This design comes from an exercise in tuning for small area on the open sky130 flow, not from production work.
RTL that was checked went through simulation tests only; none was proved equivalent to the original.
Only the layout flow was run in run 3; the RTL was not checked for function there.

`design/flow/design.v`:
```
module aes_key_sched_ctrl #(
  parameter int NR = 10
) (
  input  logic         clk,
  input  logic         rst_n,
  input  logic         key_valid,
  output logic         key_ready,
  input  logic [127:0] key_in,
  output logic [31:0]  sw_out,
  input  logic [31:0]  sw_in,
  input  logic         rk_req,
  input  logic [3:0]   rk_idx,
  output logic         rk_valid,
  output logic [127:0] rk_data,
  output logic         rk_err,
  output logic         busy,
  output logic         keys_ready
);
  localparam int NL = 7;    
  logic         busy_q, ready_q;
  logic [3:0]   cnt;        
  logic [31:0]  e [0:NL-1];
  logic [31:0]  o [0:NL-1];
  logic         accept;
  logic [7:0]   rcon;
  logic [31:0]  w0, w1, w2, w3, t, sw_w;
  logic [3:0]   ridx;
  logic [2:0]   ph;
  logic [4:0]   sum;
  logic [2:0]   pa;
  logic         idx_ok, odd;
  logic [NL-1:0] ha, hb, hea, hoa;
  logic [127:0] rd;
  assign busy       = busy_q;
  assign keys_ready = ready_q;
  assign key_ready  = ~busy_q;
  assign accept     = key_valid & ~busy_q;
  assign w0 = key_in[127:96];
  assign w1 = key_in[95:64];
  assign w2 = key_in[63:32];
  assign w3 = key_in[31:0];
  always_comb begin
    rcon = '0;
    if (cnt < 4'd8) rcon[cnt[2:0]] = 1'b1;
    if (cnt == 4'd8) rcon = 8'h1b;
    if (cnt == 4'd9) rcon = 8'h36;
  end
  assign t = sw_in ^ {rcon, 24'h0};
  assign sw_w   = cnt[0] ? e[NL-1] : o[NL-1];
  assign sw_out = {sw_w[23:0], sw_w[31:24]};
  always_comb begin
    ridx   = rk_idx;
    idx_ok = (ridx <= 4'(NR));
    odd    = ridx[0];
    ph     = (cnt <= 4'd6) ? 3'(4'd6 - cnt) : 3'(4'd13 - cnt);
    sum    = {2'b00, ph} + {1'b0, ridx};
    pa     = (sum >= 5'd14) ? 3'(sum - 5'd14) : (sum >= 5'd7) ? 3'(sum - 5'd7) : sum[2:0];
    for (int i = 0; i < NL; i++) begin
      ha[i] = idx_ok && pa == 3'(i);
      hb[i] = idx_ok && pa == 3'((i + 1) % NL);
    end
    hea = odd ? ha : hb;
    hoa = odd ? hb : ha;
  end
  aes_ks_window u_window (
    .e   ({e[6], e[5], e[4], e[3], e[2], e[1], e[0]}),
    .o   ({o[6], o[5], o[4], o[3], o[2], o[1], o[0]}),
    .hea (hea),
    .hoa (hoa),
    .odd (odd),
    .rd  (rd)
  );
  always_ff @(posedge clk) begin
    rk_data <= rd;
    for (int i = 0; i < NL - 1; i++) begin
      e[i] <= e[i + 1];
      o[i] <= o[i + 1];
    end
    e[NL-1] <= (busy_q && !cnt[0]) ? e[3] ^ t : e[0];
    o[NL-1] <= (busy_q &&  cnt[0]) ? o[3] ^ t : o[0];
    if (accept) begin
      e[3]    <= w0 ^ w1 ^ w2 ^ w3;   
      e[5]    <= w2 ^ w3;             
      o[4]    <= w1 ^ w3;             
      o[NL-1] <= w3;                  
      cnt     <= 4'd0;
    end else begin
      cnt <= (cnt == 4'd13) ? 4'd0 : cnt + 4'd1;
    end
  end
  always_ff @(posedge clk or negedge rst_n) begin
    if (!rst_n) begin
      busy_q   <= 1'b0;
      ready_q  <= 1'b0;
      rk_valid <= 1'b0;
      rk_err   <= 1'b0;
    end else begin
      rk_valid <= ready_q & rk_req;
      rk_err   <= ready_q & rk_req & (rk_idx > 4'(NR));
      if (accept) begin
        busy_q  <= 1'b1;
        ready_q <= 1'b0;
      end else if (busy_q && cnt == 4'(NR - 1)) begin
        busy_q  <= 1'b0;
        ready_q <= 1'b1;
      end
    end
  end
endmodule
module aes_ks_window (
  input  logic [223:0] e,
  input  logic [223:0] o,
  input  logic [6:0]   hea,
  input  logic [6:0]   hoa,
  input  logic         odd,
  output logic [127:0] rd
);
  logic [31:0] ea, eb, oa, ob, pe, po;
  always_comb begin
    ea = '0; eb = '0; oa = '0; ob = '0;
    for (int i = 0; i < 7; i++) begin
      ea = ea | ({32{hea[i]}} & e[32 * i +: 32]);
      eb = eb | ({32{hea[i]}} & e[32 * ((i + 5) % 7) +: 32]);
      oa = oa | ({32{hoa[i]}} & o[32 * i +: 32]);
      ob = ob | ({32{hoa[i]}} & o[32 * ((i + 5) % 7) +: 32]);
    end
    pe = ea ^ eb;
    po = oa ^ ob;
    rd = {pe ^ po, odd ? pe : po, ea ^ oa, odd ? ea : oa};
  end
endmodule
```
`design/flow/flow/run.sh`:
```
#!/bin/bash
# Standard ORFS layout (the standard.sh, standard synthesis unchanged) with
# two changes: port buffers use the smallest buffer, and the clock tree uses
# clkbuf_8 with sink clusters of at most 16 and no dummy loads.
set -euo pipefail
export BUFFER_PORTS_ARGS="-buffer_cell sky130_fd_sc_hd__buf_1"
export CTS_ARGS="-sink_clustering_enable -repair_clock_nets -dont_use_dummy_load -buf_list sky130_fd_sc_hd__clkbuf_8 -sink_clustering_size 16 -sink_clustering_max_diameter 60"
bash standard.sh > standard.log 2>&1
```
`design/flow/standard.sh`:
```
#!/bin/bash
# synth_recipe.tcl (not shown) runs the flow's synth.tcl, then flattens the netlist and writes it again
# the make line also repeats each setting of config.mk as NAME=value (left out here)
make -C /OpenROAD-flow-scripts/flow DESIGN_CONFIG=/design/flow/config.mk WORK_HOME=/design/flow/orfs CLKGATE_MAP_FILE= SYNTH_SCRIPT=/design/flow/synth_recipe.tcl "${@:-finish}"
```
`design/flow/config.mk`:
```
export PLATFORM = sky130hd
export DESIGN_NAME = aes_key_sched_ctrl
export DESIGN_NICKNAME = aes_key_sched_ctrl
export VERILOG_FILES = /design/flow/design.v
export SDC_FILE = /design/flow/constraint.sdc
export NUM_CORES = 4
export LEC_CHECK = 0
export CAP_MARGIN = 20
export CORE_MARGIN = 2
export CORE_UTILIZATION = 65
export SLEW_MARGIN = 20
export SYNTH_HIERARCHICAL = 1
```
`design/flow/constraint.sdc`:
```
create_clock -name core_clock -period 7.5 [get_ports {clk}]
set_input_delay 1.5000 -clock core_clock [delete_from_list [all_inputs] [get_ports {clk}]]
set_output_delay 1.5000 -clock core_clock [all_outputs]
set_load 0.01 [all_outputs]
```
==> results of run 1 <==
-- how the worst max path moves through the flow --
stage | cells after the start | start | to
after detailed placement | 18 | rk_idx[0] | rk_data[64]
after global routing | 20 | cnt[2] | rk_data[64]
after global placement | 18 | rk_idx[0] | rk_data[64]
final | 20 | cnt[2] | rk_data[117]
after CTS | 20 | cnt[2] | rk_data[117]
after floorplan | 20 | rk_idx[0] | rk_data[120]
-- metrics by stage --
stage            util  hold slack (ns)  area [sq um]
2_1_floorplan       -           0.3498         23410
3_3_place_gp   0.7012           0.3529         24880
3_5_place_dp   0.7012           0.3565         24880
4_1_cts        0.7187           0.3460         25500
5_1_grt        0.7188           0.3485         25500
6_report       0.7189           0.3450         25510
-- flip-flops by register name (all words and copies together), names as in the netlist --
| register | cells |
|---|---|
| e | 224 |
| o | 224 |
| rk_data | 128 |
| cnt | 4 |
| busy_q | 1 |
| ready_q | 1 |
| rk_err | 1 |
| rk_valid | 1 |
-- Yosys stat by module, one instance, submodules excluded --
module | copies in the design | area [sq um] | cells
aes_ks_window | 1 | 6759 | 809
aes_key_sched_ctrl | 1 | 16650 | 1374
-- area by class of cell --
cell class | instances | area, sq um
flip-flops and latches | 584 | 11710
fillers | 2701 | 9976
diodes | 1 | 2.502
clock buffers | 45 | 619.3
multi-input cells | 1432 | 11040
inverters | 14 | 52.55
repair buffers | 359 | 1503
well taps | 461 | 576.8
-- metal layers --
metal | vias to the layer above | share of wire | track usage
met5 | - | 0 | 0
met4 | 0 | 0.039 | 0.1467
met3 | 162 | 0.091 | 0.05201
met2 | 1142 | 0.46 | 0.5173
met1 | 8787 | 0.41 | 0.4347
li1 | 8537 | - | -
-- critical path, cell delays in order (launching register included) --
cell	delay (ns)
sky130_fd_sc_hd__dfxtp_1	0.65
sky130_fd_sc_hd__clkinv_1	0.37
sky130_fd_sc_hd__or3_1	0.44
sky130_fd_sc_hd__a31oi_1	0.18
sky130_fd_sc_hd__ha_1	0.22
sky130_fd_sc_hd__inv_1	0.06
sky130_fd_sc_hd__fa_1	0.54
sky130_fd_sc_hd__xnor2_4	0.26
sky130_fd_sc_hd__ha_1	0.27
sky130_fd_sc_hd__a21oi_1	0.06
sky130_fd_sc_hd__o31ai_1	0.27
sky130_fd_sc_hd__a22oi_1	0.14
sky130_fd_sc_hd__and4_1	0.23
sky130_fd_sc_hd__nor3b_2	0.50
sky130_fd_sc_hd__nand2b_1	0.39
sky130_fd_sc_hd__o22ai_4	0.85
sky130_fd_sc_hd__buf_4	0.61
sky130_fd_sc_hd__a22oi_1	0.19
sky130_fd_sc_hd__nand3_1	0.16
sky130_fd_sc_hd__xnor2_2	0.14
sky130_fd_sc_hd__xor2_1	0.17
-- logic make-up after synthesis --
family,count (synthesis),share of synthesized area
XOR/XNOR,332,0.1435
adder cells (fa/ha/maj),14,0.007804
buffers and inverters,167,0.03496
flip-flops,584,0.5003
AO/OA/AOI/OAI,612,0.1915
multiplexers,98,0.04533
AND/OR/NAND/NOR,376,0.07665
-- cells in the mapped netlist (all sizes together) (2+ instances only) --
cell / count
nand2b: 6
buf: 86
nand3b: 2
a222oi: 128
o21ai: 56
xor2: 100
or3: 4
mux2: 64
a31oi: 5
and2: 2
xnor2: 232
a21oi: 108
mux2i: 34
dfxtp: 580
clkbuf: 67
nand3: 132
nor2: 158
a21o: 5
nand2: 57
o22ai: 31
a221oi: 2
inv: 13
a22oi: 265
nor4: 2
dfrtp: 4
nor2b: 2
or2: 2
nor3b: 2
o31ai: 2
and3: 3
ha: 13
==> run summary, run 1 <==
Status:
- The flow ran to the end and the layout has no timing, DRC or antenna violations.

Synthesis:
- The number of unique standard cell types used by synthesis is 55.
- The predominant post-synthesis flop cell is sky130_fd_sc_hd__dfxtp_1.
- The number of nets in the synthesized netlist is 2365.
- The number of flops mapped to enable cells by yosys is 0.
- Of the post-synthesis cell area, the dominant cell type holds 0.4960.
- The sequential fraction of the synthesis area is 0.5003.
- The cell area after technology mapping is 23410 sq um.
- The number of register bits inferred by synthesis is 584.
- The synthesized area divided by synthesized cell count is 10.72 sq um.
- The biggest area consumer among synthesized cells is sky130_fd_sc_hd__dfxtp_1.
- For this run, the number of Yosys warnings is 10.
- The post-synthesis cell count is 2183.
- After synthesis, the cell types taking the most area are sky130_fd_sc_hd__dfxtp_1 50%, sky130_fd_sc_hd__a22oi_1 8.5%, sky130_fd_sc_hd__xnor2_1 6.5%.
- Of all flip-flops after synthesis, the portion carrying an async set or reset was 0.006849.

Placed design:
- Input and output buffers added on the ports amount to 332.
- The half-perimeter wire length after detailed placement is 41150 um.
- The worst slack at placement is 0.8368 ns.
- The final weighted congestion of routability-driven global placement is 0.8843.
- Counting tap cells, the placed design contains a total of 2850 instances.

Clocking:
- The CTS buffer count is 45.
- The source-to-sink clock delay at the later pin of the worst-skew pair is 0.65 ns.
- The TritonCTS clock tree is yes.
- Counting every sink on the clock net gives 584.
- The clock tree synthesis step divided the H-tree into 2 levels.
- After clock tree synthesis, the flow added hold-fix buffers numbering 0.
- The maximum number of buffers from clock root to sink is 3.
- The post-cts resize count is 0.
- The clock slew seen by the registers of the worst setup and hold paths is 0.10 ns.
- The number of buffers inserted to repair setup after CTS is 0.
- The master cell of the clock root buffer is sky130_fd_sc_hd__clkbuf_8.

Run:
- The number of max-cap violations is 0.

Route:
- The number of DRC markers in iteration 0 is 2366.
- The final antenna-violating net count is 0.
- The total length of routed wires is 63210 um.
- After detailed routing, the number of vias per cell comes to 6.432.
- In the routed design, unresolved DRC markers number 0.
- For this run, the detailed router's first-pass iteration total came to 8.
- The per-cell routed wire length is 21.83 um.
- The final route contains 18630 vias.

Global routing:
- The remaining global-route overflow is 0.
- The number of antenna violations at the first check in global routing is 0.
- The first global-routing pass estimated 98030 um of wire.
- The largest net degree at the start of global routing is 86.
- The via count of the first global-routing pass is 18000.
- Across every metal layer, demand over resource in global routing totals 0.3240.

Layout:
- The growth of design area from synthesis to finish is 8.964%.
- In the final layout, the share of cells above drive strength 1 is 0.09984.
- The final standard cell count with taps included and fillers excluded is 2896.
- The library cells used most frequently in the layout, excluding fill and tap cells, are 579 x sky130_fd_sc_hd__dfxtp_1, 331 x sky130_fd_sc_hd__buf_1, 265 x sky130_fd_sc_hd__a22oi_1, 175 x sky130_fd_sc_hd__xnor2_1, 154 x sky130_fd_sc_hd__nor2_1.
- Leaving out fill and tap cells, the most frequent cell in the layout is sky130_fd_sc_hd__dfxtp_1.
- The number of nets in the final layout is 2618.

Critical path:
- The data arrival time of the worst path is 7.34 ns.
- The worst-path maximum fanout is 37.
- The element type at the critical path start is a flip-flop.
- The worst register-to-register path ends at rk_data[117].
- The nature of the critical path endpoint is a flip-flop.
- The launching point of the worst reg2reg path is cnt[2].
- The cell depth of the worst flop-to-flop path is 20.
- The flop-to-flop setup slack is 0.71 ns.
- At the worst endpoint, the required time is 8.05 ns.
- The critical path is of the flip-flop to flip-flop type.

Worst hold path:
- In this run the most critical hold path is launched from o[4][22].
- The tightest min-delay check is of the flip-flop to flip-flop type.
- Counting instances, the worst hold path has a depth of 0.
- The worst hold path terminates at o[3][22].

STA:
- The worst-margin pin slew is 1.160 ns.
- The final max-slew violation count is 0.
- Measured against its own limit, the worst slew margin works out to 0.2238.
- Across all setup checks in the final design, the least slack found is 0.7101 ns.
- The number of hold violations in the final report is 0.
- The routed design could run at a clock period as short as 6.790 ns.
- The upper clock frequency limit is 147.3 MHz.
- Setup repair after global routing left no endpoint under its margin.
- In the final timing run, aggregate negative setup slack is 0 ns.
- Across the routed clock network, the largest skew measured is 0.05976 ns.
- The final number of setup-violating endpoints is 0.
- Of the available clock period, the critical path in the final layout requires 0.9053.

Die:
- The core footprint is 35480 sq um.
- For this configuration, the core starts out at a cell density of 0.6597.
- The die covers 37550 sq um.
- The row count is 69.
- The die is 193.8 um wide.
- The count of pins on the block boundary is 333.
- The die is 193.8 um tall.
==> run 2, diff against run 1 <==
--- a/design/flow/config.mk
+++ b/design/flow/config.mk
@@ -7,6 +7,6 @@
 export LEC_CHECK = 0
 export CAP_MARGIN = 20
 export CORE_MARGIN = 2
-export CORE_UTILIZATION = 65
+export CORE_UTILIZATION = 40
 export SLEW_MARGIN = 20
 export SYNTH_HIERARCHICAL = 1
==> run 2 against run 1 <==
Compared with the run above: highest routed layer unchanged; sequential cell count unchanged; area after synthesis unchanged; via count decreased by 0.92%; synthesized cell count unchanged; clock-buffer cell count grew 1; clock skew rose by 0.019 ns; design area grew 1.7%; critical path type unchanged.
==> run summary, run 2 <==
Status:
- The run finished with no timing, DRC or antenna violations.

Critical path:
- Tracing the worst setup path back leads to its startpoint at cnt[2].
- The required arrival time at the worst endpoint is 8.05 ns.
- Data arrives at the worst endpoint at 7.24 ns.
- The worst setup path is launched from a flip-flop.
- STA classifies the critical path endpoint as a flip-flop.
- The launching point of the worst reg2reg path is cnt[2].
- The setup path with the least slack is of type flip-flop to flip-flop.
- The flop-to-flop setup slack is 0.80 ns.
- Along the worst path, the maximum fanout reaches 34.

Synthesis:
- The cell area that synthesis handed to floorplanning was 23410 sq um.
- Of the post-synthesis cell area, the dominant cell type holds 0.4960.
- The post-synth net total is 2365.
- The post-synthesis cell count is 2183.
- Ranked by instance count, the synthesized netlist is headed by 580 x sky130_fd_sc_hd__dfxtp_1, 265 x sky130_fd_sc_hd__a22oi_1, 175 x sky130_fd_sc_hd__xnor2_1, 158 x sky130_fd_sc_hd__nor2_1, 128 x sky130_fd_sc_hd__a222oi_1.
- The biggest area consumer among synthesized cells is sky130_fd_sc_hd__dfxtp_1.
- Dividing the synthesized area by the synthesized cell count gives 10.72 sq um.
- Among all flip-flop cells after synthesis, the most frequent one is sky130_fd_sc_hd__dfxtp_1.
- In this run, synthesis produced a sequential element count of 584.
- For this run, asynchronously set or reset flops after synthesis account for 0.006849.
- The most repeated cell in the gate-level netlist after synthesis is sky130_fd_sc_hd__dfxtp_1.
- For this run, the number of Yosys warnings is 10.
- Sorting the synthesized cells by area gives the leading types as sky130_fd_sc_hd__dfxtp_1 50%, sky130_fd_sc_hd__a22oi_1 8.5%, sky130_fd_sc_hd__xnor2_1 6.5%.
- The number of flops mapped to enable cells by yosys is 0.
- Counting distinct cell types in the post-synthesis netlist gives 55.
- The sequential fraction of the synthesis area is 0.5003.

Layout:
- The number of fill cells is 5490.
- The number of nets in the final layout is 2621.
- In the final layout, the registers with the most flip-flops are e: 224 flops, o: 224 flops, rk_data: 128 flops.
- From synthesis to final layout, the design area changed by 10.83%.
- In the layout the commonest cells are 579 x sky130_fd_sc_hd__dfxtp_1, 331 x sky130_fd_sc_hd__buf_1, 265 x sky130_fd_sc_hd__a22oi_1, 175 x sky130_fd_sc_hd__xnor2_1, 154 x sky130_fd_sc_hd__nor2_1.
- Of the cells placed in the final design, the portion with a size suffix greater than 1 is 0.1009.
- Leaving out fill and tap cells, the most frequent cell in the layout is sky130_fd_sc_hd__dfxtp_1.
- Once layout is complete, the utilization of the core stands at 0.4488.

Route:
- The number of detailed-route iterations in the first pass is 9.
- The first routing iteration left 2075 violations.
- The routed layout has 18460 vias.
- The final antenna-violating net count is 0.
- Wires add up to 70550 um.
- In the routed design, unresolved DRC markers number 0.
- The per-cell routed wire length is 22.02 um.
- The per-cell via count in the routed design is 5.761.

Die:
- The row count is 88.
- The core footprint is 57810 sq um.
- The horizontal die dimension is 245.9 um.
- The die height is 245.9 um.
- The starting density of the core is 0.4050.
- The die covers 60470 sq um.
- For this design the top-level I/O count stands at 333.

STA:
- Between clock sinks in the finished design, the worst skew comes to 0.07857 ns.
- The upper clock frequency limit is 149.4 MHz.
- The final critical delay including setup and external delays is 6.695 ns.
- Setup repair after global routing left no endpoint under its margin.
- The final setup TNS is 0 ns.
- The worst slew margin relative to its limit is 0.1741.
- The final max-slew violation count is 0.
- The number of hold violations in the final report is 0.
- The worst-margin pin slew is 1.239 ns.
- The period utilization is 0.8927.
- Setup violations remaining at the end of the flow were counted as 0.

Global routing:
- The number of antenna violations at the first check in global routing came to 2.
- Entering global routing, the biggest net connects 205 pins.
- The total routing resource utilization after global routing is 0.2247.
- Global routing finished with a remaining overflow of 0.
- The via count of the first global-routing pass is 18200.
- The first-pass GRT wire length is 105300 um.

Clocking:
- TritonCTS built the clock tree.
- In this run the number of H-tree levels came out at 2.
- For the worst-skew pair, the clock arrives at the later sink with an insertion delay of 0.68 ns.
- The number of sinks handled by clock tree synthesis is 584.
- Clock-pin slew was measured on the worst setup and hold paths at 0.10 ns.
- The master cell of the clock root buffer is sky130_fd_sc_hd__clkbuf_8.
- The post-cts resize count is 0.
- In this run the deepest clock path goes through 3 buffers.
- The CTS buffer count is 46.
- The number of buffers inserted to repair setup after CTS is 0.
- The number of buffers inserted by hold repair at cts is 0.

Worst hold path:
- The origin of the worst min-delay path is o[1][31].
- The path class of the tightest hold or removal check is flip-flop to flip-flop.

Placed design:
- The half-perimeter wire length after detailed placement is 45670 um.
- At the end of routability-driven placement, the weighted congestion stood at 0.8822.
- The number of port buffers is 332.

Run:
- The number of max-cap violations is 0.
-- run 2: cell counts after synthesis --
No cell type changed its count.
-- run 2: cells by family (layout without fill, tap and decap cells) --
logic type                 after synthesis  after routing  synth area share
buffers and inverters                  167            421           0.03496
adders and majority gates               14             14          0.007804
other                                    0              2                 0
xor gates and xnor gates               332            332            0.1435
and+or+nand+nor                        376            376           0.07665
AOI/OAI and AO/OA                      612            612            0.1915
muxes                                   98             98           0.04533
DFF                                    584            584            0.5003
-- run 2: final cells by class --
| type | instances | area [sq um] | area share |
|---|---|---|---|
| Multi-Input combinational cell | 1432 | 11050 | 0.4260 |
| Sequential cell | 584 | 11720 | 0.4515 |
| Inverter | 14 | 52.55 | 0.002025 |
| Clock buffer | 46 | 633.1 | 0.02440 |
| Timing Repair Buffer | 361 | 1530 | 0.05898 |
| Tap cell | 765 | 957.2 | 0.03689 |
| Antenna cell | 2 | 5.005 | 0.0001929 |
-- run 2: path summary, 6_finish.rpt --
check	cells after the start	end
max	20	rk_data[97]
min	0	o[0][31]
max reg2reg	20	rk_data[97]
min reg2reg	0	o[0][31]
max in group asynchronous	1	rk_err
min in group asynchronous	1	ready_q
-- run 2: modules after synthesis (local to each module, per instance) --
| module | times used | area (sq um) | cells |
|---|---|---|---|
| aes_key_sched_ctrl | 1 | 16650 | 1374 |
| aes_ks_window | 1 | 6759 | 809 |
-- run 2: layer usage --
layer / GRT usage / share of wire
met5: 0 / 0
met4: 0.09857 / 0.038
met3: 0.03667 / 0.073
met2: 0.3742 / 0.47
met1: 0.2862 / 0.42
-- run 2: worst max-delay path: stages, from the launching register on --
cell	delay, ns
sky130_fd_sc_hd__dfxtp_1	0.62
sky130_fd_sc_hd__clkinv_1	0.35
sky130_fd_sc_hd__or3_1	0.43
sky130_fd_sc_hd__a31oi_1	0.18
sky130_fd_sc_hd__ha_1	0.21
sky130_fd_sc_hd__inv_1	0.06
sky130_fd_sc_hd__fa_1	0.53
sky130_fd_sc_hd__xnor2_4	0.27
sky130_fd_sc_hd__ha_1	0.29
sky130_fd_sc_hd__a21oi_1	0.08
sky130_fd_sc_hd__o31ai_1	0.33
sky130_fd_sc_hd__a22o_1	0.22
sky130_fd_sc_hd__nor2_1	0.05
sky130_fd_sc_hd__mux2i_1	0.34
sky130_fd_sc_hd__nand3_1	0.34
sky130_fd_sc_hd__o22ai_4	0.96
sky130_fd_sc_hd__buf_4	0.61
sky130_fd_sc_hd__a22oi_1	0.17
sky130_fd_sc_hd__nand3_1	0.18
sky130_fd_sc_hd__xnor2_1	0.18
sky130_fd_sc_hd__xor2_1	0.21
-- run 2: metrics by stage --
step                worst slack (ns)  instances  hold WS [ns]  area [sq um]
finish                        0.8050       3204        0.3234         25940
global route                  0.3258       3204        0.3246         25940
global placement               1.015       3156        0.3535         25310
detailed placement            0.8143       3156        0.3575         25310
CTS                           0.8682       3202        0.3197         25940
floorplan                      2.471       2183        0.3498         23410
==> run 3, diff against run 2 <==
--- a/design/flow/design.v
+++ b/design/flow/design.v
@@ -18,6 +18,8 @@
 );
   localparam int NL = 7;    
   logic         busy_q, ready_q;
+  logic [2:0]   ph;         
+  logic         hi;         
   logic [3:0]   cnt;        
   logic [31:0]  e [0:NL-1];
   logic [31:0]  o [0:NL-1];
@@ -25,7 +27,6 @@
   logic [7:0]   rcon;
   logic [31:0]  w0, w1, w2, w3, t, sw_w;
   logic [3:0]   ridx;
-  logic [2:0]   ph;
   logic [4:0]   sum;
   logic [2:0]   pa;
   logic         idx_ok, odd;
@@ -39,6 +40,7 @@
   assign w1 = key_in[95:64];
   assign w2 = key_in[63:32];
   assign w3 = key_in[31:0];
+  assign cnt = hi ? 4'd13 - {1'b0, ph} : 4'd6 - {1'b0, ph};
   always_comb begin
     rcon = '0;
     if (cnt < 4'd8) rcon[cnt[2:0]] = 1'b1;
@@ -52,7 +54,6 @@
     ridx   = rk_idx;
     idx_ok = (ridx <= 4'(NR));
     odd    = ridx[0];
-    ph     = (cnt <= 4'd6) ? 3'(4'd6 - cnt) : 3'(4'd13 - cnt);
     sum    = {2'b00, ph} + {1'b0, ridx};
     pa     = (sum >= 5'd14) ? 3'(sum - 5'd14) : (sum >= 5'd7) ? 3'(sum - 5'd7) : sum[2:0];
     for (int i = 0; i < NL; i++) begin
@@ -83,9 +84,11 @@
       e[5]    <= w2 ^ w3;             
       o[4]    <= w1 ^ w3;             
       o[NL-1] <= w3;                  
-      cnt     <= 4'd0;
+      ph      <= 3'd6;
+      hi      <= 1'b0;
     end else begin
-      cnt <= (cnt == 4'd13) ? 4'd0 : cnt + 4'd1;
+      ph <= (ph == 3'd0) ? 3'd6 : ph - 3'd1;
+      hi <= hi ^ (ph == 3'd0);
     end
   end
   always_ff @(posedge clk or negedge rst_n) begin
==> design/flow/flow/run.sh (replaced) <==
#!/bin/bash
# Standard ORFS layout (the standard.sh, standard synthesis unchanged) with
# three changes:
#  - after floorplan, combinational cells are set to the smallest drive of
#    their family (flow/downsize.tcl); placement's repair_design and the later
#    repair steps resize them again where slew, capacitance or timing need it;
#  - port buffers use the smallest buffer;
#  - the clock tree uses clkbuf_8 with sink clusters of at most 16 and no
#    dummy loads.
set -euo pipefail
export BUFFER_PORTS_ARGS="-buffer_cell sky130_fd_sc_hd__buf_1"
export CTS_ARGS="-sink_clustering_enable -repair_clock_nets -dont_use_dummy_load -buf_list sky130_fd_sc_hd__clkbuf_8 -sink_clustering_size 16 -sink_clustering_max_diameter 60"
bash standard.sh floorplan > standard_floorplan.log 2>&1
DS_ODB=$(pwd)/orfs/results/sky130hd/aes_key_sched_ctrl/base/2_floorplan.odb \
DS_LIB=$FLOW_HOME/platforms/sky130hd/lib/sky130_fd_sc_hd__tt_025C_1v80.lib \
  openroad -no_init -exit flow/downsize.tcl > downsize.log 2>&1
bash standard.sh > standard.log 2>&1
==> design/flow/flow/downsize.tcl (new file) <==
# Downsize every combinational cell to the smallest-area cell of the same
# family (same name up to the drive-strength suffix). Flip-flops, clock cells
# and tie cells are left alone; repair_design later resizes where slew or
# capacitance calls for it.
set odb $::env(DS_ODB)
read_db $odb
read_liberty $::env(DS_LIB)
set dont_use {}
set best [dict create]
foreach lc [get_lib_cells */*] {
  set n [get_name $lc]
  if {![regexp {^(sky130_fd_sc_hd__[a-z0-9]+)_([0-9]+)$} $n -> fam drv]} continue
  if {[lsearch -exact $dont_use $n] >= 0} continue
  set m [[ord::get_db] findMaster $n]
  if {$m eq "NULL"} continue
  set a [expr {[$m getWidth] * [$m getHeight]}]
  if {![dict exists $best $fam] || $a < [lindex [dict get $best $fam] 1]} {
    dict set best $fam [list $n $a]
  }
}
set count 0
foreach inst [[ord::get_db_block] getInsts] {
  set mn [[$inst getMaster] getName]
  if {![regexp {^(sky130_fd_sc_hd__[a-z0-9]+)_([0-9]+)$} $mn -> fam drv]} continue
  if {[regexp {^sky130_fd_sc_hd__(df|ed|sdf|dl|clk|conb|tap|fill|decap|diode|buf|inv)} $mn]} continue
  if {![dict exists $best $fam]} continue
  set to [lindex [dict get $best $fam] 0]
  if {$to ne $mn} {
    replace_cell [$inst getName] $to
    incr count
  }
}
puts "downsize: replaced $count cells"
write_db $odb
==> run 3 against run 2 <==
Compared with the run above: via count increased by 2.9%; critical path depth decreased by 3; first-iteration DRC count increased by 9.4%; clock skew increased by 0.031 ns; sequential share of layout area increased by 0.81 points; critical endpoint is now rk_data[111].
==> run summary, run 3 <==
Die:
- The area enclosed by the die boundary is 60600 sq um.
- The row count is 88.
- The initial utilization of the core area, before any placement, comes to 0.4058.
- The count of pins on the block boundary is 333.
- The horizontal die dimension is 246.2 um.
- The core region is 57810 sq um.
- The die is 246.2 um tall.

Global routing:
- The first-pass GRT wire length is 107100 um.
- The number of antenna violations at the first check in global routing is 3.
- The via count of the first global-routing pass is 18770.
- The total routing resource utilization after global routing is 0.2266.
- Entering global routing, the biggest net connects 205 pins.
- The remaining global-route overflow is 0.

Placed design:
- The HPWL after detailed placement is 47050 um.
- The post-detailed-placement cell area is 24830 sq um.
- Routability-driven placement finished with a final weighted congestion of 0.8416.
- The number of port buffers is 332.

Synthesis:
- The number of unique standard cell types used by synthesis is 62.
- The commonest cells after synthesis are 580 x sky130_fd_sc_hd__dfxtp_1, 257 x sky130_fd_sc_hd__a22oi_1, 180 x sky130_fd_sc_hd__xnor2_1, 157 x sky130_fd_sc_hd__nor2_1, 155 x sky130_fd_sc_hd__nand2_1.
- The largest total area in the synthesized netlist belongs to sky130_fd_sc_hd__dfxtp_1.
- The synthesized area divided by synthesized cell count is 10.45 sq um.
- The mapped netlist covers 23460 sq um.
- Synthesis produced a netlist with a net count of 2429.
- The number of flops mapped to enable cells by yosys is 0.
- The most used flip-flop cell after synthesis is sky130_fd_sc_hd__dfxtp_1.
- The count of warnings emitted by yosys is 10.
- The number of register bits inferred by synthesis is 584.
- After synthesis, the share of flip-flops with an asynchronous set or reset is 0.006849.
- After synthesis, the cell types taking the most area are sky130_fd_sc_hd__dfxtp_1 49%, sky130_fd_sc_hd__a22oi_1 8.2%, sky130_fd_sc_hd__xnor2_1 6.7%.
- For this run, the register share of the synthesized area comes to 0.4992.
- The most common cell in the synthesized netlist is sky130_fd_sc_hd__dfxtp_1.
- In the synthesized netlist, the number of instances is 2245.
- Of the post-synthesis cell area, the dominant cell type holds 0.4949.

Critical path:
- The worst-path maximum fanout is 17.
- The cell depth of the worst setup path is 17.
- STA classifies the critical path startpoint as an input port.
- The critical path goes through clkbuf_4 -> ha_1 -> fa_1 -> xor2_1 -> ha_1 -> a21oi_1 -> o31ai_1 -> a211oi_1 -> o21ai_0 -> or2_0 -> o22ai_4 -> buf_4 -> buf_4 -> a222oi_1 -> nand3_1 -> xnor2_1 -> xor2_1.
- The worst register-to-register path has a setup slack of 2.24 ns.
- The cell at the slowest stage of the critical path is sky130_fd_sc_hd__or2_0.
- The worst setup path is of the input port to flip-flop kind.
- The number of buffers and inverters on the critical path is 3.
- The data arrival time of the worst path is 6.47 ns.
- The cell class contributing the biggest share of worst-path delay is compound AO/OA/AOI/OAI gates.
- The nature of the critical path endpoint is a flip-flop.
- Counting cells, the worst reg-to-reg path comes to 16.
- The required arrival time at the worst endpoint is 8.10 ns.
- The maximum single-stage delay on the critical path is 0.57 ns.

Route:
- The total via count after detailed routing is 18990.
- The total length of routed wires is 71560 um.
- The final antenna-violating net count is 0.
- The per-cell via count in the routed design is 5.799.
- The number of detailed-route iterations in the first pass is 9.
- The number of DRC markers in iteration 0 is 2271.
- The per-cell routed wire length is 21.86 um.
- The number of remaining DRC errors is 0.

Clocking:
- The longest clock path from root to sink contains 3 buffers.
- The clock slew seen by the registers of the worst setup and hold paths is 0.10 ns.
- At the later pin of the worst-skew pair, clock insertion delay measures 0.68 ns.
- The number of sinks handled by clock tree synthesis is 584.
- The number of buffers inserted by hold repair at cts is 0.
- Clock tree synthesis selected as its root buffer the cell sky130_fd_sc_hd__clkbuf_8.
- The TritonCTS clock tree is yes.
- The post-cts resize count is 0.
- The H-tree was split into 2 levels.
- In this run, CTS created clock tree buffers numbering 47.
- Post-CTS timing repair inserted 0 buffers for setup.

STA:
- The worst slew margin relative to its limit is 0.2611.
- The final max-slew violation count is 0.
- The worst path in the final design needs a cycle of 5.876 ns, including I/O delays and setup.
- In the finished design, the share of the clock period the worst path needs comes to 0.7834.
- The worst clock skew is 0.1100 ns.
- The final number of setup-violating endpoints is 0.
- At the pin with the least slew margin, the transition time is 1.108 ns.
- The final setup TNS is 0 ns.
- The number of hold violations in the final report was 0.
- On the final layout, the worst hold slack is 0.3302 ns.
- The upper clock frequency limit is 170.2 MHz.
- Setup repair after global routing left no endpoint under its margin.

Layout:
- The growth of design area from synthesis to finish is 8.608%.
- The number of nets in the final layout is 2693.
- The ratio of cells with drive above 1 in the final layout is 0.04069.
- The final non-filler cell area is 25480 sq um.
- The library cells used most frequently in the layout, excluding fill and tap cells, are 580 x sky130_fd_sc_hd__dfxtp_1, 331 x sky130_fd_sc_hd__buf_1, 257 x sky130_fd_sc_hd__a22oi_1, 235 x sky130_fd_sc_hd__xnor2_1, 152 x sky130_fd_sc_hd__nand2_1.
- Leaving out fill and tap cells, the most frequent cell in the layout is sky130_fd_sc_hd__dfxtp_1.
- In the final layout, the registers with the most flip-flops are e: 224 flops, o: 224 flops, rk_data: 128 flops.

Run:
- The number of max-cap violations is 0.

Worst hold path:
- The tightest min-delay check is of the flip-flop to flip-flop type.
- Counting instances, the worst hold path has a depth of 0.

Status:
- The flow ran to the end and the layout has no timing, DRC or antenna violations.
==> run 3: cell count changes in the layout (fill, tap and decap cells not counted), sizes merged, moves of 5 or more <==
cell	before	now
xor2	100	95
a22oi	265	257
mux2	64	33
and3	3	8
nand3	132	137
o21ai	56	45
nand2	57	155
buf	360	365
==> run 3: worst paths after layout <==
| kind | endpoint | startpoint |
|---|---|---|
| min | o[0][11] | o[1][11] |
| max | rk_data[111] | rk_idx[0] |
| min in group asynchronous | rk_err | rst_n |
| min reg2reg | o[0][11] | o[1][11] |
| max in group asynchronous | busy_q | rst_n |
| max reg2reg | rk_data[111] | ph[0] |
==> run 3: per-stage QoR <==
stage	std cells	util	setup WS, ns
final	3274	0.4408	1.624
after global routing	3273	0.4407	1.355
after CTS	3272	0.4407	1.723
after detailed placement	3225	0.4295	1.019
after global placement	3225	0.4295	1.350
after floorplan	2245	-	2.643
==> run 3: cell type report <==
| cell class | count | area [sq um] |
|---|---|---|
| Antenna cell | 2 | 5.005 |
| Clock buffer | 47 | 646.9 |
| Fill cell | 5592 | 32330 |
| Inverter | 11 | 41.29 |
| Multi-Input combinational cell | 1499 | 10510 |
| Sequential cell | 584 | 11710 |
| Tap cell | 765 | 957.2 |
| Timing Repair Buffer | 366 | 1605 |
==> run 3: worst reg2reg max path, cell delays in order (launching register included) <==
cell	delay (ns)
sky130_fd_sc_hd__dfxtp_1	0.41
sky130_fd_sc_hd__ha_1	0.26
sky130_fd_sc_hd__fa_1	0.41
sky130_fd_sc_hd__xor2_1	0.39
sky130_fd_sc_hd__ha_1	0.26
sky130_fd_sc_hd__a21oi_1	0.07
sky130_fd_sc_hd__o31ai_1	0.51
sky130_fd_sc_hd__a211oi_1	0.14
sky130_fd_sc_hd__o21ai_0	0.34
sky130_fd_sc_hd__or2_0	0.57
sky130_fd_sc_hd__o22ai_4	0.36
sky130_fd_sc_hd__buf_4	0.32
sky130_fd_sc_hd__buf_4	0.23
sky130_fd_sc_hd__a222oi_1	0.35
sky130_fd_sc_hd__nand3_1	0.21
sky130_fd_sc_hd__xnor2_1	0.30
sky130_fd_sc_hd__xor2_1	0.17
==> run 3: per-module statistics from Yosys, one instance, submodules excluded <==
module,flip-flops and latches,cells
aes_ks_window,0,809
aes_key_sched_ctrl,584,1436
==> run 3: cell families after synthesis <==
logic type,count (synthesis),share of synthesized area
compound gates,590,0.1862
flops,584,0.4992
simple gates,491,0.09701
xor+xnor,333,0.1437
buf+inv,162,0.03381
mux,69,0.03120
fa+ha+maj,16,0.008853
==> run 3: layer usage <==
metal,GRT usage,wire length [um],vias to the layer above
met5,0,13,-
met4,0.1018,2529,2
met3,0.04379,5973,168
met2,0.3691,33710,1036
met1,0.2904,29330,9084
li1,-,-,8695
==> run 4, diff against run 3 <==
--- a/design/flow/design.v
+++ b/design/flow/design.v
@@ -18,8 +18,6 @@
 );
   localparam int NL = 7;    
   logic         busy_q, ready_q;
-  logic [2:0]   ph;         
-  logic         hi;         
   logic [3:0]   cnt;        
   logic [31:0]  e [0:NL-1];
   logic [31:0]  o [0:NL-1];
@@ -27,6 +25,7 @@
   logic [7:0]   rcon;
   logic [31:0]  w0, w1, w2, w3, t, sw_w;
   logic [3:0]   ridx;
+  logic [2:0]   ph;
   logic [4:0]   sum;
   logic [2:0]   pa;
   logic         idx_ok, odd;
@@ -40,7 +39,6 @@
   assign w1 = key_in[95:64];
   assign w2 = key_in[63:32];
   assign w3 = key_in[31:0];
-  assign cnt = hi ? 4'd13 - {1'b0, ph} : 4'd6 - {1'b0, ph};
   always_comb begin
     rcon = '0;
     if (cnt < 4'd8) rcon[cnt[2:0]] = 1'b1;
@@ -54,6 +52,7 @@
     ridx   = rk_idx;
     idx_ok = (ridx <= 4'(NR));
     odd    = ridx[0];
+    ph     = (cnt <= 4'd6) ? 3'(4'd6 - cnt) : 3'(4'd13 - cnt);
     sum    = {2'b00, ph} + {1'b0, ridx};
     pa     = (sum >= 5'd14) ? 3'(sum - 5'd14) : (sum >= 5'd7) ? 3'(sum - 5'd7) : sum[2:0];
     for (int i = 0; i < NL; i++) begin
@@ -84,11 +83,9 @@
       e[5]    <= w2 ^ w3;             
       o[4]    <= w1 ^ w3;             
       o[NL-1] <= w3;                  
-      ph      <= 3'd6;
-      hi      <= 1'b0;
+      cnt     <= 4'd0;
     end else begin
-      ph <= (ph == 3'd0) ? 3'd6 : ph - 3'd1;
-      hi <= hi ^ (ph == 3'd0);
+      cnt <= (cnt == 4'd13) ? 4'd0 : cnt + 4'd1;
     end
   end
   always_ff @(posedge clk or negedge rst_n) begin
--- a/design/flow/config.mk
+++ b/design/flow/config.mk
@@ -7,6 +7,6 @@
 export LEC_CHECK = 0
 export CAP_MARGIN = 20
 export CORE_MARGIN = 2
-export CORE_UTILIZATION = 40
+export CORE_UTILIZATION = 65
 export SLEW_MARGIN = 20
 export SYNTH_HIERARCHICAL = 1
==> run 4 against run 3 <==
Compared with the run above: cell count shrank 11%; sequential share of layout area increased by 0.88 points; via count down 1.9%; global-route usage rose by 10 points; die area shrank 38%; register-to-register slack lost 1.4 ns; area after synthesis decreased by 0.22%; critical path type is now flip-flop to flip-flop; critical endpoint is now rk_data[95].
==> run summary, run 4 <==
Route:
- The met1 wire length is 26010 um.
- The detail route stage leaves a number of antenna-violating nets equal to 0.
- The highest signal layer in the routed design is met5.
- The per-cell routed wire length is 22.17 um.
- Using the TritonRoute via totals, the vias-per-cell ratio works out to 6.412.
- In the routed design, unresolved DRC markers number 0.
- The final layout contains routed wiring with a total length of 64380 um.
- The total via count after detailed routing is 18620.
- The first routing iteration left 2357 violations.
- The wire length on met3 is 6889 um.
- The number of detailed-route iterations in the first pass is 10.
- Wire segments on met2 add up to 29150 um in the final route.

Layout:
- The ratio of cells with drive above 1 in the final layout is 0.04056.
- The growth of design area from synthesis to finish is 6.820%.
- The number of nets in the final layout is 2625.
- The library cells used most frequently in the layout, excluding fill and tap cells, are 579 x sky130_fd_sc_hd__dfxtp_1, 331 x sky130_fd_sc_hd__buf_1, 265 x sky130_fd_sc_hd__a22oi_1, 232 x sky130_fd_sc_hd__xnor2_1, 154 x sky130_fd_sc_hd__nor2_1.
- The largest registers in the layout are e: 224 flops, o: 224 flops, rk_data: 128 flops.
- Measured on the finished design, the core utilization comes to 0.7047.
- The library cell used most frequently in the layout, excluding fill and tap cells, is sky130_fd_sc_hd__dfxtp_1.

Critical path:
- Measured in cells, the most critical reg-to-reg path has a length of 21.
- For the worst setup path, the data arrival time is 7.10 ns.
- The flop-to-flop setup slack is 0.85 ns.
- The worst-path maximum fanout is 38.
- The required arrival time at the worst endpoint is 7.95 ns.
- The worst setup path is captured at a flip-flop.
- The critical path is of the flip-flop to flip-flop type.
- STA classifies the critical path startpoint as a flip-flop.
- In this run the critical register-to-register path is captured at rk_data[95].
- The launching point of the worst reg2reg path is cnt[2].

Synthesis:
- The number of nets handed over by synthesis was 2365.
- The sequential fraction of the synthesis area is 0.5003.
- The synthesized netlist contains 55 unique library cells.
- The post-synthesis cell count is 2183.
- The biggest area consumer among synthesized cells is sky130_fd_sc_hd__dfxtp_1.
- The predominant post-synthesis flop cell is sky130_fd_sc_hd__dfxtp_1.
- Counting instances in the post-synthesis netlist gives the leading cell types as 580 x sky130_fd_sc_hd__dfxtp_1, 265 x sky130_fd_sc_hd__a22oi_1, 175 x sky130_fd_sc_hd__xnor2_1, 158 x sky130_fd_sc_hd__nor2_1, 128 x sky130_fd_sc_hd__a222oi_1.
- By area the synthesized netlist is led by sky130_fd_sc_hd__dfxtp_1 50%, sky130_fd_sc_hd__a22oi_1 8.5%, sky130_fd_sc_hd__xnor2_1 6.5%.
- After synthesis, the share of flip-flops with an asynchronous set or reset is 0.006849.
- The share of synthesized area in the top cell type comes to 0.4960.
- The count of warnings emitted by yosys is 10.
- The number of register bits inferred by synthesis is 584.
- A synthesized cell averages 10.72 sq um.
- The most repeated cell in the gate-level netlist after synthesis is sky130_fd_sc_hd__dfxtp_1.
- The cell area after technology mapping is 23410 sq um.
- The number of flops mapped to enable cells by yosys is 0.

Clocking:
- After clock tree synthesis, the clock-pin slew on the worst setup and hold paths is 0.10 ns.
- The clock tree synthesis step divided the H-tree into 2 levels.
- TritonCTS built the clock tree.
- The CTS buffer count is 44.
- CTS placed an instance of sky130_fd_sc_hd__clkbuf_8 at the clock tree root.
- The number of gates resized after CTS was 0.
- In this run the post-CTS setup repair buffer count came out at 0.
- CTS saw 584 sinks.
- For the worst-skew pair, the clock arrives at the later sink with an insertion delay of 0.64 ns.
- Buffers inserted to repair hold after CTS numbered 0.
- The maximum number of buffers from clock root to sink is 3.

Die:
- 333 I/O pins were placed.
- The core footprint is 35480 sq um.
- The starting density of the core is 0.6597.
- Row generation in the floorplan step produced 69 rows.
- The floorplan step set the die width to 193.8 um.
- The floorplan step set the die height to 193.8 um.
- The area enclosed by the die boundary is 37550 sq um.

STA:
- Setup total negative slack on the finished layout was measured at 0 ns.
- Setup repair after global routing left no endpoint under its margin.
- The final setup slack of the worst path is 0.8463 ns.
- The final max-slew violation count is 0.
- The final critical delay including setup and external delays is 6.654 ns.
- The number of hold violations in the final report is 0.
- For the pin with the worst max-slew slack, the measured transition is 1.079 ns.
- For the final database, setup skew stands at 0.06852 ns.
- The period utilization is 0.8872.
- Setup violations remaining at the end of the flow were counted as 0.
- The upper clock frequency limit is 150.3 MHz.
- The worst hold slack across all endpoints is 0.3166 ns.
- The worst slew margin relative to its limit is 0.2807.

Worst hold path:
- The worst hold path was traced through 0 stages.
- The worst hold path begins at o[2][1].
- The path with the worst hold slack has its endpoint at o[1][1].
- In this run the worst hold path is classified as flip-flop to flip-flop.

Global routing:
- The first global-routing pass estimated 99130 um of wire.
- The number of antenna violations at the first check in global routing was 3.
- Entering global routing, the biggest net connects 100 pins.
- The total routing resource utilization after global routing is 0.3300.
- The remaining global-route overflow is 0.
- The via count of the first global-routing pass came to 18220.

Status:
- The flow ran to the end and the layout has no timing, DRC or antenna violations.

Placed design:
- The number of port buffers is 332.
- At the end of routability-driven placement, the weighted congestion stood at 0.8762.
- Detailed placement finished with a half-perimeter wire length of 41990 um.
- Timing analysis after detailed placement gives a worst setup slack of 0.6142 ns.

Run:
- The number of max-cap violations is 0.
[run 4: cells by family (layout without fill, tap and decap cells)]
kind of cell             count (synthesis)  after routing  share of synthesized area
adder cells (fa/ha/maj)                 14             14                   0.007804
multiplexers                            98             98                    0.04533
XOR/XNOR                               332            332                     0.1435
AO/OA/AOI/OAI                          612            612                     0.1915
flip-flops                             584            584                     0.5003
other                                    0              2                          0
AND/OR/NAND/NOR                        376            376                    0.07665
buffers and inverters                  167            425                    0.03496
[run 4: layer usage]
metal | vias up | global-route usage
li1 | 8555 | -
met1 | 8723 | 0.4403
met2 | 1188 | 0.5118
met3 | 153 | 0.07514
met4 | 2 | 0.1513
met5 | - | 0
[run 4: critical path, cell delays in order (launching register included)]
cell	delay, ns
sky130_fd_sc_hd__dfxtp_1	0.31
sky130_fd_sc_hd__buf_4	0.18
sky130_fd_sc_hd__ha_1	0.23
sky130_fd_sc_hd__or3_1	0.35
sky130_fd_sc_hd__a31oi_1	0.25
sky130_fd_sc_hd__ha_1	0.25
sky130_fd_sc_hd__inv_1	0.06
sky130_fd_sc_hd__fa_1	0.49
sky130_fd_sc_hd__xnor2_1	0.41
sky130_fd_sc_hd__ha_1	0.31
sky130_fd_sc_hd__a21o_1	0.13
sky130_fd_sc_hd__o21ai_0	0.07
sky130_fd_sc_hd__a221o_1	0.31
sky130_fd_sc_hd__a2bb2oi_1	0.14
sky130_fd_sc_hd__xnor2_1	0.52
sky130_fd_sc_hd__nand2b_1	0.38
sky130_fd_sc_hd__o22ai_4	0.82
sky130_fd_sc_hd__buf_4	0.62
sky130_fd_sc_hd__a22oi_1	0.18
sky130_fd_sc_hd__nand3_1	0.18
sky130_fd_sc_hd__xnor2_1	0.18
sky130_fd_sc_hd__mux2i_1	0.11
[run 4: metrics by stage]
stage	area (sq um)	instances
5_1_grt	25000	2903
3_5_place_dp	24370	2857
6_report	25010	2904
3_3_place_gp	24370	2857
4_1_cts	24970	2901
2_1_floorplan	23410	2183
[run 4: how the worst max path moves through the flow]
| stage | from | end | slack, ns | cells after the start |
|---|---|---|---|---|
| after detailed placement | rk_idx[0] | rk_data[73] | 0.61 | 18 |
| after CTS | cnt[2] | rk_data[89] | 0.95 | 21 |
| after global placement | rk_idx[0] | rk_data[81] | 0.77 | 18 |
| final | cnt[2] | rk_data[95] | 0.85 | 21 |
| after floorplan | rk_idx[0] | rk_data[120] | 2.47 | 20 |
| after global routing | cnt[2] | rk_data[127] | 0.41 | 21 |
[run 4: layout make-up]
type	instances	area (sq um)
clock buffers	44	605.6
fillers	2812	10480
inverters	14	52.55
repair buffers	367	1608
well taps	461	576.8
multi-input cells	1432	10450
flip-flops and latches	584	11710
diodes	2	5.005
[run 4: Yosys stat by module (local to each module, per instance)]
module / flip-flops and latches / area [sq um] / cells inside / times used
aes_ks_window: 0 / 6759 / 809 / 1
aes_key_sched_ctrl: 584 / 16650 / 1374 / 1
==> run 5, diff against run 4 <==
--- a/design/flow/config.mk
+++ b/design/flow/config.mk
@@ -7,6 +7,6 @@
 export LEC_CHECK = 0
 export CAP_MARGIN = 20
 export CORE_MARGIN = 2
-export CORE_UTILIZATION = 65
+export CORE_UTILIZATION = 40
 export SLEW_MARGIN = 20
 export SYNTH_HIERARCHICAL = 1
==> run 5 against run 4 <==
Compared with the run above: still clean; maximum frequency down 3.2%; critical path depth unchanged; sequential share of layout area down 0.71 points; non-clock buffer count shrank 3; sequential cell count unchanged; die area increased by 61%; design area up 1.5%; clock-buffer cell count increased by 2; first-iteration DRC count down 14%; synthesized cell count unchanged; register-to-register slack worse by 0.22 ns; critical path type unchanged; largest cell class unchanged.
==> run summary, run 5 <==
Status:
- The flow ran to the end and the layout has no timing, DRC or antenna violations.

Synthesis:
- The synthesized design contains 584 register bits.
- By area the synthesized netlist is led by sky130_fd_sc_hd__dfxtp_1 50%, sky130_fd_sc_hd__a22oi_1 8.5%, sky130_fd_sc_hd__xnor2_1 6.5%.
- Among all flip-flop cells after synthesis, the most frequent one is sky130_fd_sc_hd__dfxtp_1.
- The biggest area consumer among synthesized cells is sky130_fd_sc_hd__dfxtp_1.
- In this run the cell area of the synthesized design comes to 23410 sq um.
- For this run, the register share of the synthesized area comes to 0.5003.
- For this run, the number of Yosys warnings is 10.
- The synthesized area divided by synthesized cell count is 10.72 sq um.
- Synthesis instantiated 55 different standard cells from the library.
- The post-synthesis cell count is 2183.
- The area share of the leading cell type in the synthesized netlist is 0.4960.
- The most repeated cell in the gate-level netlist after synthesis is sky130_fd_sc_hd__dfxtp_1.
- The number of flops mapped to enable cells by yosys is 0.
- By count the netlist is led by 580 x sky130_fd_sc_hd__dfxtp_1, 265 x sky130_fd_sc_hd__a22oi_1, 175 x sky130_fd_sc_hd__xnor2_1, 158 x sky130_fd_sc_hd__nor2_1, 128 x sky130_fd_sc_hd__a222oi_1.
- In the synthesized netlist the async set-or-reset flop fraction comes to 0.006849.
- The number of nets in the synthesized netlist is 2365.

Clocking:
- The CTS buffer count is 46.
- Post-CTS repair changed the size of 0 cells.
- The number of sinks handled by clock tree synthesis is 584.
- The master cell of the clock root buffer is sky130_fd_sc_hd__clkbuf_8.
- The source-to-sink clock delay at the later pin of the worst-skew pair is 0.67 ns.
- The number of buffers inserted to repair setup after CTS is 0.
- Clock-pin slew was measured on the worst setup and hold paths at 0.10 ns.
- TritonCTS built the clock tree.
- The clock passes through at most 3 buffers.
- The H-tree depth is 2.
- The number of buffers inserted by hold repair at cts is 0.

Placed design:
- The final weighted congestion of routability-driven global placement is 0.8491.
- Port buffering added 332 buffers.
- The post-detailed-placement cell area is 24730 sq um.
- The HPWL after detailed placement is 45480 um.

Critical path:
- Along the worst path, the maximum fanout reaches 51.
- The cell class contributing the biggest share of worst-path delay is compound AO/OA/AOI/OAI gates.
- The cell depth of the worst setup path is 21.
- The largest individual stage delay along the critical path comes from the cell sky130_fd_sc_hd__o32ai_4.
- At the worst endpoint, the arrival time is 7.32 ns.
- The cell depth of the worst flop-to-flop path is 21.
- The critical path goes through clkinv_1 -> or3_1 -> a31oi_1 -> ha_1 -> inv_1 -> fa_1 -> xnor2_1 -> ha_1 -> a21oi_1 -> o31ai_1 -> a22oi_1 -> and4_1 -> nor3b_1 -> buf_4 -> nand2b_1 -> o32ai_4 -> buf_4 -> a22oi_1 -> nand3_1 -> xnor2_1 -> mux2i_1.
- The buffer and inverter count on the worst path is 4.
- The nature of the critical path endpoint is a flip-flop.
- The element type at the critical path start is a flip-flop.
- By startpoint and endpoint, the worst setup path is classified as flip-flop to flip-flop.
- The maximum single-stage delay on the critical path is 0.80 ns.
- The required arrival time at the worst endpoint is 7.94 ns.

STA:
- The period utilization is 0.9162.
- The worst path needs 6.871 ns of the cycle, external delays included.
- The final max-slew violation count is 0.
- Based on the critical path, the design can be clocked at up to 145.5 MHz.
- Setup violations remaining at the end of the flow were counted as 0.
- Setup repair after global routing left no endpoint under its margin.
- For the final database, setup skew stands at 0.09191 ns.
- The number of hold violations in the final report is 0.
- The worst slew margin relative to its limit is 0.2693.
- The final setup TNS is 0 ns.
- For the pin with the worst max-slew slack, the measured transition is 1.096 ns.

Global routing:
- Entering global routing, the biggest net connects 92 pins.
- The total overflow left after global routing is 0.
- The via count of the first global-routing pass was 18350.
- The number of antenna violations at the first check in global routing is 2.
- The first-pass GRT wire length is 105100 um.
- In the global route stage, overall resource usage came out at 0.2217.

Layout:
- The most common cell after layout, fill and taps aside is sky130_fd_sc_hd__dfxtp_1.
- The utilization of the core after routing is 0.4393.
- The library cells used most frequently in the layout, excluding fill and tap cells, are 579 x sky130_fd_sc_hd__dfxtp_1, 331 x sky130_fd_sc_hd__buf_1, 265 x sky130_fd_sc_hd__a22oi_1, 232 x sky130_fd_sc_hd__xnor2_1, 154 x sky130_fd_sc_hd__nor2_1.
- In the final layout, the share of cells above drive strength 1 is 0.04016.
- In the final design database the tool counted 2624 nets.
- The growth of design area from synthesis to finish is 8.472%.
- The largest registers in the layout are e: 224 flops, o: 224 flops, rk_data: 128 flops.
- Once layout is done, the placed cells without fillers occupy 25390 sq um.

Die:
- The horizontal die dimension is 245.9 um.
- The count of pins on the block boundary is 333.
- The core footprint is 57810 sq um.
- The row count is 88.
- The die height is 245.9 um.
- The die covers 60470 sq um.
- The initial utilization of the core area, before any placement, comes to 0.4050.

Route:
- The routed layout has 18450 vias.
- Once detail routing completed, the nets flagged for antenna violations numbered 0.
- The number of remaining DRC errors is 0.
- The first routing iteration left 2028 violations.
- For this block, the routed nets add up to 69050 um of wire.
- The per-cell via count in the routed design is 5.756.
- In the final routed layout, each cell accounts on average for 21.54 um.
- The number of detailed-route iterations in the first pass is 10.

Run:
- The number of max-cap violations is 0.

Worst hold path:
- The cell depth of the worst hold path is 0.
- The tightest min-delay check is of the flip-flop to flip-flop type.
==> run 5: cell type report <==
cell class                      count  area (sq um)
Timing Repair Buffer              364          1585
Antenna cell                        1         2.502
Inverter                           14         52.55
Multi-Input combinational cell   1432         10450
Clock buffer                       46         633.1
Tap cell                          765         957.2
Sequential cell                   584         11710
Fill cell                        5501         32410
==> run 5: cells by family after synthesis <==
kind of cell / Yosys count / share of synthesized area
XOR/XNOR: 332 / 0.1435
flip-flops: 584 / 0.5003
adder cells (fa/ha/maj): 14 / 0.007804
multiplexers: 98 / 0.04533
AO/OA/AOI/OAI: 612 / 0.1915
buffers and inverters: 167 / 0.03496
AND/OR/NAND/NOR: 376 / 0.07665
==> run 5: through the flow <==
stage	instances	hold WS, ns	setup WS [ns]
floorplan	2183	0.3498	2.471
global placement	3158	0.3518	0.9307
detailed placement	3158	0.3578	0.7427
CTS	3204	0.2995	0.7641
global route	3206	0.3161	0.2333
finish	3206	0.3083	0.6287
==> run 5: worst paths after layout <==
kind | startpoint | to | slack [ns]
worst max-delay path | cnt[2] | rk_data[95] | 0.63
worst min-delay path | e[2][28] | e[1][28] | 0.31
worst max register to register | cnt[2] | rk_data[95] | 0.63
worst min register to register | e[2][28] | e[1][28] | 0.31
max in group asynchronous | rst_n | busy_q | 6.60
min in group asynchronous | rst_n | rk_err | 0.72
==> run 5: routing by layer <==
layer  GRT usage  part of all wire
met1      0.2982              0.44
met2      0.3520              0.45
met5           0           0.00016
met4     0.08699             0.031
met3     0.03994             0.078
==> run 5: per-module statistics from Yosys (local to each module, per instance) <==
| module | cells | flip-flops and latches |
|---|---|---|
| aes_key_sched_ctrl | 1374 | 584 |
| aes_ks_window | 809 | 0 |
==> run 5: worst reg2reg max path, delay by kind of cell, from the launching register on <==
family / cells / cell delay (ns)
AOI/OAI and AO/OA: 6 / 1.67
xor gates and xnor gates: 2 / 0.67
adders and majority gates: 3 / 1.02
buffers and inverters: 4 / 1.35
DFF: 1 / 0.64
muxes: 1 / 0.13
and+or+nand+nor: 5 / 1.22
==> run 6, diff against run 5 <==
==> design/flow/flow/run.sh (replaced) <==
#!/bin/bash
# Standard ORFS layout (the standard.sh, standard synthesis unchanged) with
# three changes:
#  - after floorplan, combinational cells are set to the smallest drive of
#    their family (flow/downsize.tcl); placement's repair_design and the later
#    repair steps resize them again where slew, capacitance or timing need it;
#  - port buffers use the smallest buffer;
#  - the clock tree uses clkbuf_4 with sink clusters of at most 10 and no
#    dummy loads.
set -euo pipefail
export BUFFER_PORTS_ARGS="-buffer_cell sky130_fd_sc_hd__buf_1"
export CTS_ARGS="-sink_clustering_enable -repair_clock_nets -dont_use_dummy_load -buf_list sky130_fd_sc_hd__clkbuf_4 -sink_clustering_size 10 -sink_clustering_max_diameter 50"
bash standard.sh floorplan > standard_floorplan.log 2>&1
DS_ODB=$(pwd)/orfs/results/sky130hd/aes_key_sched_ctrl/base/2_floorplan.odb \
DS_LIB=$FLOW_HOME/platforms/sky130hd/lib/sky130_fd_sc_hd__tt_025C_1v80.lib \
  openroad -no_init -exit flow/downsize.tcl > downsize.log 2>&1
bash standard.sh > standard.log 2>&1
==> run 6 against run 5 <==
Compared with the run above: via count rose by 1.5%; non-clock buffer count did not move; first-iteration DRC count fell by 1.9%; die area did not move; setup slack improved by 0.022 ns; sequential cell count did not move; clock-buffer cell count rose by 31.
==> run summary, run 6 <==
Die:
- The row count is 88.
- From left edge to right edge, the die measures 245.9 um.
- The core footprint is 57810 sq um.
- For this configuration, the core starts out at a cell density of 0.4050.

Status:
- The run finished with no timing, DRC or antenna violations.

Layout:
- In the final layout, the registers with the most flip-flops are e: 224 flops, o: 224 flops, rk_data: 128 flops.
- Measured on the finished design, the core utilization comes to 0.4383.
- The final standard cell count with taps included and fillers excluded is 3237.
- The number of nets in the final layout is 2655.
- The number of fill cells is 5544.

Clocking:
- Clock latency on the worst-skew pair, taken at its later pin, is 0.84 ns.
- After clock tree synthesis, the clock-pin slew on the worst setup and hold paths is 0.10 ns.
- TritonCTS built the clock tree.
- The post-cts resize count is 0.
- The H-tree generated during clock tree synthesis spans 3 levels.
- The number of sinks handled by clock tree synthesis is 584.
- Buffers added to address setup during post-CTS repair amount to 0.
- In this run, CTS created clock tree buffers numbering 77.
- In this run, post-CTS hold repair placed 0 buffers.

Synthesis:
- The most repeated cell in the gate-level netlist after synthesis is sky130_fd_sc_hd__dfxtp_1.
- In this run, synthesis inferred 0 flip-flops with an integrated enable.
- The biggest area consumer among synthesized cells is sky130_fd_sc_hd__dfxtp_1.
- The cell area after technology mapping is 23410 sq um.
- The number of unique standard cell types used by synthesis is 55.
- The area share of the leading cell type in the synthesized netlist is 0.4960.
- Counting every net in the synthesized netlist gives 2365.
- The count of warnings emitted by yosys is 10.
- Counting flops and latches in the post-synthesis netlist gives 584.
- For this run, the leading register cell type out of synthesis is sky130_fd_sc_hd__dfxtp_1.

STA:
- Setup violations remaining at the end of the flow were counted as 0.
- The period utilization is 0.9132.
- Static timing analysis puts the maximum clock frequency at 146.0 MHz.
- On the final layout, the worst clock skew is 0.1444 ns.
- Setup repair after global routing left no endpoint under its margin.
- The final max-slew violation count came to 0.
- For the final routed database, the setup TNS stands at 0 ns.
- The worst slew margin relative to its limit is 0.2724.
- For the pin with the worst max-slew slack, the measured transition is 1.091 ns.
- The worst hold slack across all endpoints is 0.3147 ns.

Worst hold path:
- The worst hold path was traced through 0 stages.
- The class of the most critical hold timing path is flip-flop to flip-flop.
- In this run the most critical hold path is launched from o[2][20].

Critical path:
- STA puts the critical path data arrival time at 7.45 ns.
- By startpoint and endpoint, the worst setup path is classified as flip-flop to flip-flop.
- Grouping stages by cell kind, the critical path spends the most delay in compound AO/OA/AOI/OAI gates.
- The launching point of the worst reg2reg path is cnt[2].
- The slowest stage of the critical path belongs to the cell sky130_fd_sc_hd__o32ai_4.
- The cell depth of the worst flop-to-flop path is 21.
- In this run the number of cells on the critical path is 21.
- The nature of the critical path endpoint is a flip-flop.
- The worst-path maximum fanout is 51.
- The end of the worst register-to-register path is rk_data[95].
- The most critical setup path has its endpoint at rk_data[95].
- For this run, the slowest stage of the critical path takes 0.80 ns.
- Across all register-to-register paths, the minimum setup slack is 0.65 ns.
- The first element of the critical path is cnt[2].
- For the worst setup path, the data required time is 8.10 ns.

Route:
- The number of remaining DRC errors is 0.
- In the final routed layout, each cell accounts on average for 21.51 um.
- After detailed routing, the total wire length is 69640 um.
- The routed layout has 18730 vias.
- The final antenna-violating net count is 0.
- The number of DRC markers in iteration 0 is 1990.

Placed design:
- The number of port buffers is 332.

Global routing:
- Summed over all layers, the global routing overflow is 0.
- The first global-routing pass estimated 105900 um of wire.
- The largest net degree at the start of global routing is 92.
-- run 6: worst min-delay path by stage --
stage / slack, ns / endpoint
2_1_floorplan: 0.35 / e[4][31]
3_3_place_gp: 0.35 / o[0][18]
3_5_place_dp: 0.36 / e[4][19]
4_1_cts: 0.31 / o[1][20]
5_1_grt: 0.30 / o[1][20]
6_report: 0.31 / o[1][20]
-- run 6: logic make-up after synthesis --
logic type               synth area share
AND/OR/NAND/NOR                   0.07665
XOR/XNOR                           0.1435
AO/OA/AOI/OAI                      0.1915
adder cells (fa/ha/maj)          0.007804
buffers and inverters             0.03496
multiplexers                      0.04533
flip-flops                         0.5003
-- run 6: metal layers --
layer	GRT usage	share of wire
met1	0.2988	0.43
met3	0.04158	0.083
met2	0.3545	0.46
met5	0	0.00016
met4	0.09661	0.028
-- run 6: worst register-to-register path: stages (launching register included) --
cell                       delay (ns)
sky130_fd_sc_hd__dfxtp_1         0.64
sky130_fd_sc_hd__clkinv_1        0.36
sky130_fd_sc_hd__or3_1           0.45
sky130_fd_sc_hd__a31oi_1         0.18
sky130_fd_sc_hd__ha_1            0.21
sky130_fd_sc_hd__inv_1           0.06
sky130_fd_sc_hd__fa_1            0.49
sky130_fd_sc_hd__xnor2_1         0.44
sky130_fd_sc_hd__ha_1            0.33
sky130_fd_sc_hd__a21oi_1         0.08
sky130_fd_sc_hd__o31ai_1         0.29
sky130_fd_sc_hd__a22oi_1         0.13
sky130_fd_sc_hd__and4_1          0.21
sky130_fd_sc_hd__nor3b_1         0.18
sky130_fd_sc_hd__buf_4           0.19
sky130_fd_sc_hd__nand2b_1        0.24
sky130_fd_sc_hd__o32ai_4         0.80
sky130_fd_sc_hd__buf_4           0.73
sky130_fd_sc_hd__a22oi_1         0.20
sky130_fd_sc_hd__nand3_1         0.14
sky130_fd_sc_hd__xnor2_1         0.23
sky130_fd_sc_hd__mux2i_1         0.13
-- run 6: area by class of cell --
| cell class | count | area, sq um | area share |
|---|---|---|---|
| repair buffers | 364 | 1585 | 0.06257 |
| clock buffers | 77 | 578.1 | 0.02281 |
| diodes | 1 | 2.502 | 0.00009877 |
| flip-flops and latches | 584 | 11710 | 0.4623 |
| multi-input cells | 1432 | 10450 | 0.4124 |
| inverters | 14 | 52.55 | 0.002074 |
| well taps | 765 | 957.2 | 0.03778 |
-- run 6: per-module statistics from Yosys (local to each module, per instance) --
| module | cell area [sq um] | flip-flops and latches | copies in the design |
|---|---|---|---|
| aes_key_sched_ctrl | 16650 | 584 | 1 |
| aes_ks_window | 6759 | 0 | 1 |
-- run 6: per-stage QoR --
stage | setup WS [ns] | area [sq um]
6_report | 0.6511 | 25340
2_1_floorplan | 2.471 | 23410
5_1_grt | 0.2531 | 25340
4_1_cts | 0.7782 | 25300
3_3_place_gp | 0.9307 | 24730
3_5_place_dp | 0.7427 | 24730

## what the ideal ports hide
The flow's constraints put no driver on any port. The routed layouts listed below were extracted and timed again, unchanged, in two steps. Step 1: set_driving_cell puts a clkbuf_16 on clk and a buf_2 on each other input, an assumption about the parent block. Step 2 times the ports against the registers' clock, not the clock port: input delays grow and output delays shrink by t, the midpoint of the rising clock arrivals with the driver on. a / b / c = ideal / step 1 / step 2; a / b = the first two.
| run | shift t [ns] | setup WS [ns] | slew at the worst register clock pin (ns) |
|---|---|---|---|
| run 1 | 0.673 | 0.710 / 0.710 / 0.710 | 0.10 / 0.10 |
| run 2 | 0.692 | 0.805 / 0.805 / 0.747 | 0.11 / 0.11 |
| run 3 | 0.677 | 1.624 / 1.658 / 0.981 | 0.10 / 0.10 |
| run 4 | 0.651 | 0.846 / 0.846 / 0.576 | 0.11 / 0.11 |
| run 5 | 0.672 | 0.629 / 0.629 / 0.622 | 0.11 / 0.11 |
| run 6 | 0.820 | 0.651 / 0.651 / 0.622 | 0.12 / 0.12 |
After both steps setup and hold are still met in every run listed. The setup slack of run 3, which loses most, moves by +0.034 ns with the drivers and by -0.643 ns with both steps.
